From an optimization exercise on the open Yosys and OpenROAD flow, aimed at small area, a short achievable clock period and few clock cycles; shortcuts taken in it are not production practice. Only simulation tests tie the RTL to the original design; equivalence was not proved.

**design/flow/constraint.sdc**
```tcl
create_clock -name core_clock -period 30.0 [get_ports {clk}]
set_input_delay 6.0000 -clock core_clock [delete_from_list [all_inputs] [get_ports {clk}]]
set_output_delay 6.0000 -clock core_clock [all_outputs]
set_load 0.01 [all_outputs]
```
**design/flow/config.mk**
```make
export PLATFORM = sky130hd
export DESIGN_NAME = micro_ucr_hash_multi
export DESIGN_NICKNAME = micro_ucr_hash_multi
export VERILOG_FILES = /design/flow/design.v
export SDC_FILE = /design/flow/constraint.sdc
export NUM_CORES = 4
export LEC_CHECK = 0
export CAP_MARGIN = 30
export CORE_MARGIN = 2
export CORE_UTILIZATION = 40
export SLEW_MARGIN = 30
```
**design/flow/run.sh**
```bash
#!/bin/bash
# synth_recipe.tcl (not shown) runs the flow's synth.tcl, then flattens the netlist and writes it again
# the make line also repeats each setting of config.mk as NAME=value (left out here)
make -C /OpenROAD-flow-scripts/flow DESIGN_CONFIG=/design/flow/config.mk WORK_HOME=/design/flow/orfs CLKGATE_MAP_FILE= SYNTH_SCRIPT=/design/flow/synth_recipe.tcl finish
```
**design/flow/design.v**
```verilog
module micro_ucr_hash_multi #(
    parameter int NUM_NUCLEOS = 4,
    parameter int ANCHO_NONCE = 32
) (
    input  logic                   clk,
    input  logic                   reset_n,
    input  logic                   inicio,
    input  logic [95:0]            bloque_datos,
    input  logic [ANCHO_NONCE-1:0] nonce_inicial,
    input  logic [ANCHO_NONCE-1:0] nonce_limite,
    input  logic [7:0]             target,
    output logic [23:0]            bounty,
    output logic [ANCHO_NONCE-1:0] nonce_ganador,
    output logic                   terminado,
    output logic                   agotado,
    output logic                   ocupado,
    output logic [31:0]            intentos
);
    typedef enum logic [1:0] {IDLE, BUSCAR, ENCONTRADO, AGOTADO} estado_t;
    estado_t estado, estado_sig;
    logic [95:0]            blk_q;
    logic [ANCHO_NONCE-1:0] lim_q;
    logic [7:0]             tgt_q;
    logic [ANCHO_NONCE:0]   base_q;
    logic                   emitido_q;
    logic [NUM_NUCLEOS-1:0] emit_valid_q;
    logic [ANCHO_NONCE-1:0] emit_nonce_q [NUM_NUCLEOS];
    logic [NUM_NUCLEOS-1:0] res_hit_q;
    logic [23:0]            res_hash_q  [NUM_NUCLEOS];
    logic [ANCHO_NONCE-1:0] res_nonce_q [NUM_NUCLEOS];
    logic [NUM_NUCLEOS-1:0] paso_valid;
    logic [ANCHO_NONCE-1:0] paso_nonce [NUM_NUCLEOS];
    logic [NUM_NUCLEOS-1:0] hit_c;
    logic [23:0]            hash_c [NUM_NUCLEOS];
    logic [23:0]            gan_hash;
    logic [ANCHO_NONCE-1:0] gan_nonce;
    logic                   cargar, emitir, ganar, agotar, hay_hit, sin_canales;
    function automatic logic [23:0] micro_hash(input logic [95:0] blk, input logic [31:0] n);
        logic [7:0] w [32];
        logic [7:0] a, b, c, x, k, a_n, b_n;
        for (int j = 0; j < 12; j++) w[j] = blk[95-8*j -: 8];
        for (int j = 0; j < 4; j++) w[12+j] = n[31-8*j -: 8];
        for (int j = 16; j < 32; j++) w[j] = w[j-3] | (w[j-9] ^ w[j-14]);
        a = 8'h01;
        b = 8'h89;
        c = 8'hFE;
        for (int j = 0; j < 32; j++) begin
            if (j <= 16) begin
                k = 8'h99;
                x = a ^ b;
            end else begin
                k = 8'hA1;
                x = a ^ b ^ c;
            end
            a_n = b ^ c;
            b_n = c << 4;
            c   = x + k + w[j];
            a   = a_n;
            b   = b_n;
        end
        micro_hash = {8'h01 + a, 8'h89 + b, 8'hFE + c};
    endfunction
    always_comb begin
        logic [ANCHO_NONCE:0] suma;
        suma = '0;
        for (int i = 0; i < NUM_NUCLEOS; i++) begin
            suma          = base_q + (ANCHO_NONCE+1)'(i);
            paso_nonce[i] = suma[ANCHO_NONCE-1:0];
            paso_valid[i] = !suma[ANCHO_NONCE] && (suma[ANCHO_NONCE-1:0] <= lim_q);
        end
    end
    always_comb begin
        for (int i = 0; i < NUM_NUCLEOS; i++) begin
            hash_c[i] = micro_hash(blk_q, 32'(emit_nonce_q[i]));
            hit_c[i]  = emit_valid_q[i] && ((hash_c[i][23:16] < tgt_q) || (tgt_q == 8'hFF));
        end
    end
    always_comb begin
        gan_hash  = '0;
        gan_nonce = '0;
        for (int i = NUM_NUCLEOS-1; i >= 0; i--) begin
            if (res_hit_q[i]) begin
                gan_hash  = res_hash_q[i];
                gan_nonce = res_nonce_q[i];
            end
        end
    end
    assign hay_hit     = |res_hit_q;
    assign sin_canales = emitido_q && (emit_valid_q == '0);
    always_ff @(posedge clk) begin
        if (!reset_n) estado <= IDLE;
        else          estado <= estado_sig;
    end
    always_comb begin
        estado_sig = estado;
        cargar     = 1'b0;
        emitir     = 1'b0;
        ganar      = 1'b0;
        agotar     = 1'b0;
        unique case (estado)
            IDLE, ENCONTRADO, AGOTADO: begin
                if (inicio) begin
                    cargar     = 1'b1;
                    estado_sig = BUSCAR;
                end
            end
            BUSCAR: begin
                if (inicio) begin
                    cargar     = 1'b1;
                    estado_sig = BUSCAR;
                end else if (hay_hit) begin
                    ganar      = 1'b1;
                    estado_sig = ENCONTRADO;
                end else if (sin_canales) begin
                    agotar     = 1'b1;
                    estado_sig = AGOTADO;
                end else begin
                    emitir = 1'b1;
                end
            end
            default: estado_sig = IDLE;
        endcase
    end
    always_ff @(posedge clk) begin
        if (!reset_n) begin
            blk_q         <= '0;
            lim_q         <= '0;
            tgt_q         <= '0;
            base_q        <= '0;
            emitido_q     <= 1'b0;
            emit_valid_q  <= '0;
            res_hit_q     <= '0;
            bounty        <= '0;
            nonce_ganador <= '0;
            for (int i = 0; i < NUM_NUCLEOS; i++) begin
                emit_nonce_q[i] <= '0;
                res_hash_q[i]   <= '0;
                res_nonce_q[i]  <= '0;
            end
        end else begin
            for (int i = 0; i < NUM_NUCLEOS; i++) begin
                emit_nonce_q[i] <= paso_nonce[i];
                res_hash_q[i]   <= hash_c[i];
                res_nonce_q[i]  <= emit_nonce_q[i];
            end
            emitido_q    <= emitir;
            emit_valid_q <= emitir ? paso_valid : '0;
            res_hit_q    <= (cargar || ganar || agotar) ? '0 : hit_c;
            if (emitir) base_q <= base_q + (ANCHO_NONCE+1)'(NUM_NUCLEOS);
            if (cargar) begin
                blk_q         <= bloque_datos;
                lim_q         <= nonce_limite;
                tgt_q         <= target;
                base_q        <= {1'b0, nonce_inicial};
                bounty        <= '0;
                nonce_ganador <= '0;
            end else if (ganar) begin
                bounty        <= gan_hash;
                nonce_ganador <= gan_nonce;
            end else if (agotar) begin
                bounty        <= '0;
                nonce_ganador <= '0;
            end
        end
    end
    assign ocupado   = (estado == BUSCAR);
    assign terminado = (estado == ENCONTRADO);
    assign agotado   = (estado == AGOTADO);
    assign intentos = '0;
endmodule
```
==> flow_metrics.py <==
metrics = {
    "timing": {
        "fmax_ghz": 0.0344,
        "finalSetupViolCount": 0,
        "hold_violations": 0,
        "setup_ws_ns": 0.943,
        "hold_slack_ns": 0.457,
        "drv_slew": 0,
        "period_minus_slack_ns": 29.06,
        "rsz0062_at_grt": "true",
        "setup_tns_ns": 0,
        "relSlewSlack_pct": 15.8,
        "worstMarginPinSlew_ns": 1.26,
        "fin_crit_sh_pct": 96.9,
        "fin_skew_ns": 0.0687,
    },
    "placement": {
        "place.gp.congestion": 1.08,
        "numPlacedInstances": 9959,
        "place_area_um2": 71200,
        "dp_hpwl_um": 247000,
        "pre_cts_slack_ns": -0.977,
        "io_buffers": 227,
    },
    "logic_synthesis": {
        "synthFlopType": "dfxtp_1",
        "yosysSeqAreaShare_pct": 17.4,
        "synth_edf_count": 0,
        "yosys.cell_types.count": 56,
        "synthArstFlopShare_pct": 0,
        "syn_area_um2": 65200,
        "avgSynthCellArea_um2": 8.64,
        "yosysWarnings": 10,
        "syn_inst": 7543,
        "synth-seq-cells": 566,
    },
    "grt": {
        "grt-ovfl-total": 0,
        "grt.met1_usage_pct": 45.2,
        "use_met3_pct": 9.30,
        "grt_antenna_before_repair": 50,
        "gr-usage-met2_pct": 52.9,
        "grt_pass1_wl_um": 413000,
        "grt_max_degree": 115,
        "track_usage_pct": 35.1,
        "top_usage_layer": "met2",
        "grt_pass1_vias": 54131,
    },
    "cts": {
        "clock-sinks": 566,
        "clk_latency_ns": 0.71,
        "htreeDepth": 3,
        "numCtsBuffers": 69,
        "cts_tree": "done",
        "clockBufferDepth": 3,
        "path_clk_slew_ns": 0.06,
        "cts-root-buf": "clkbuf_16",
    },
    "floorplan": {
        "initial_core_util_pct": 40.2,
        "dieArea_um2": 166000,
        "core_area_um2": 162000,
        "num_rows": 148,
        "die_h_um": 408,
        "die_w_um": 408,
        "num_io_pins": 262,
    },
    "setup_path": {
        "worstReg2RegStart": "blk_q[88]",
        "crit_arrival_ns": 29.67,
        "crit_family": "adder cells",
        "rrSetupSlack_ns": 0.94,
        "crit_required_ns": 30.61,
        "slowest_delay_ns": 0.58,
        "critPathSlowestCell": "fa_2",
        "path_class": "reg -> reg",
        "reg2reg_to": "res_hit_q[2]",
        "end_kind": "flop",
        "r2r_cells": 124,
        "cp_max_fo": 3,
        "critPathLaunchType": "flop",
        "crit_buf_inv": 6,
    },
    "route": {
        "wl_per_cell_um": 29.7,
        "post-route-drc-count": 0,
        "drtPass1Iterations": 8,
        "viasPerCell": 5.51,
        "routed_wl_um": 302000,
        "first_iter_violations": 5822,
        "num_vias": 56008,
        "ant_nets": 0,
    },
    "outcome": {
        "status": "no timing/DRC/antenna violations",
    },
    "final_layout": {
        "layout.cells.non_filler": 10171,
        "finalInstanceArea_um2": 75700,
        "layout_common_cells": "ha_1, xnor2_1, inv_1, dfxtp_1, xor2_1",
        "area_delta_synth_final_pct": 16.2,
        "drive_above_1_share_pct": 9.28,
        "fillers": 15909,
        "final_nets": 9450,
        "layout_commonest_cell": "ha_1",
        "postLayoutCoreUtil_pct": 46.7,
    },
    "min_path": {
        "whs_path_depth": 2,
        "worstHoldStart": "bounty[3]",
        "worstHoldEndpoint": "bounty[3]",
        "worst_hold_path_type": "reg -> reg",
    },
    "job": {
        "maxCapViolCount": 0,
    },
}
## worst min-delay path: cells and delay by family, from the launching register on
| family | cells | cell delay [ns] |
|---|---|---|
| and+or+nand+nor | 1 | 0.04 |
| DFF | 1 | 0.33 |
| AOI/OAI and AO/OA | 1 | 0.05 |
## sequential cells by signal (all words and copies together), names as in the netlist
| signal | cells |
|---|---|
| emitido_q | 1 |
| nonce_ganador | 32 |
| emit_nonce_q | 126 |
| emit_valid_q | 4 |
| bounty | 21 |
| res_hash_q | 81 |
| base_q | 33 |
| estado | 2 |
| tgt_q | 8 |
| lim_q | 32 |
| res_hit_q | 4 |
| res_nonce_q | 126 |
| blk_q | 96 |
## synthesized netlist by cell type (all sizes together), types with 8 or more instances
cell type / count / area share [%]
a211oi: 8 / 0.092
a21o: 282 / 3.2
a21oi: 393 / 3.0
a22oi: 96 / 1.1
a31oi: 8 / 0.077
and2: 336 / 3.2
and3: 19 / 0.18
buf: 63 / 0.57
clkbuf: 166 / 0.96
dfxtp: 566 / 17
fa: 90 / 2.8
ha: 1291 / 25
inv: 830 / 4.8
mux2i: 139 / 2.1
nand2: 253 / 1.5
nand2b: 129 / 1.2
nand3: 52 / 0.40
nand4: 38 / 0.36
nor2: 288 / 1.7
nor2b: 266 / 2.6
nor3: 49 / 0.38
nor3b: 15 / 0.17
nor4: 20 / 0.19
o211a: 9 / 0.14
o21a: 16 / 0.18
o21ai: 181 / 1.4
o21bai: 83 / 0.96
or2: 84 / 0.81
or3: 86 / 0.83
xnor2: 1121 / 15
xnor3: 12 / 0.41
xor2: 514 / 6.9
## layout make-up
class / instances / area, µm² / area share, %
antenna: 45 / 113 / 0.149
clock buffer: 90 / 1940 / 2.56
clock inverter: 34 / 448 / 0.591
inverter: 832 / 3120 / 4.12
multi-input combinational: 5949 / 51900 / 68.5
sequential: 566 / 11300 / 15.0
tap: 2175 / 2720 / 3.59
timing repair buffer: 480 / 4180 / 5.52
## worst max-delay path by stage
stage	start	endpoint	slack, ns	depth (start not counted)
floorplan	blk_q[88]	res_hash_q[0][7]	3.07	123
global route	blk_q[88]	res_hash_q[2][7]	-0.20	139
finish	blk_q[88]	res_hit_q[2]	0.94	124
CTS	blk_q[89]	res_hash_q[2][7]	0.0009	126
global placement	blk_q[89]	res_hash_q[2][7]	-1.21	114
detailed placement	blk_q[89]	res_hash_q[2][7]	-0.98	126
## cells by family after synthesis
kind of cell	after synthesis	share of synthesized area [%]
xor gates and xnor gates	1647	22.5
other	1	0.00576
AOI/OAI and AO/OA	1099	10.5
and+or+nand+nor	1649	13.6
adders and majority gates	1381	27.6
muxes	139	2.14
DFF	566	17.4
buffers and inverters	1061	6.32
## what timing repair did
action / in CTS / in global routing
setup endpoints to repair: 4 / 20
hold buffers: 0 / 0
gates resized for setup: 17 / 219
hold endpoints to repair: 0 / 0
buffers inserted: 0 / 43
pin swaps: 2 / 81
## layer usage
metal	up-vias	part of all wire, %
li1	25635	-
met2	2821	42
met5	-	0.15
met1	26779	42
met4	16	6.8
met3	757	9.5
Testbench counts, summed over its fixed seeds: cycles 9,526.

separate check: timing with driven ports:
No port has a modelled driver above. Below, the same layout with a new extraction and two added sets of constraints. Step 1 (the two cells are an assumption about what drives the block):
set clk [get_ports {clk}]
set_driving_cell -lib_cell sky130_fd_sc_hd__clkbuf_16 $clk
set_driving_cell -lib_cell sky130_fd_sc_hd__buf_2 [delete_from_list [all_inputs] $clk]
Step 2 times the ports against the registers' clock, not the clock port: input delays grow and output delays shrink by t, the midpoint of the rising clock arrivals with the driver on. Slacks: ideal / step 1 / step 2; pairs: ideal / step 1.
t, ns: 0.755
slack for setup (ns): 0.943 / 0.943 / 0.943
slew at the worst register clock pin (ns): 0.07 / 0.07
After both steps setup and hold are still met in this run. For this run, drivers alone change the setup slack by 0.000 ns; drivers and shift together by 0.000 ns.
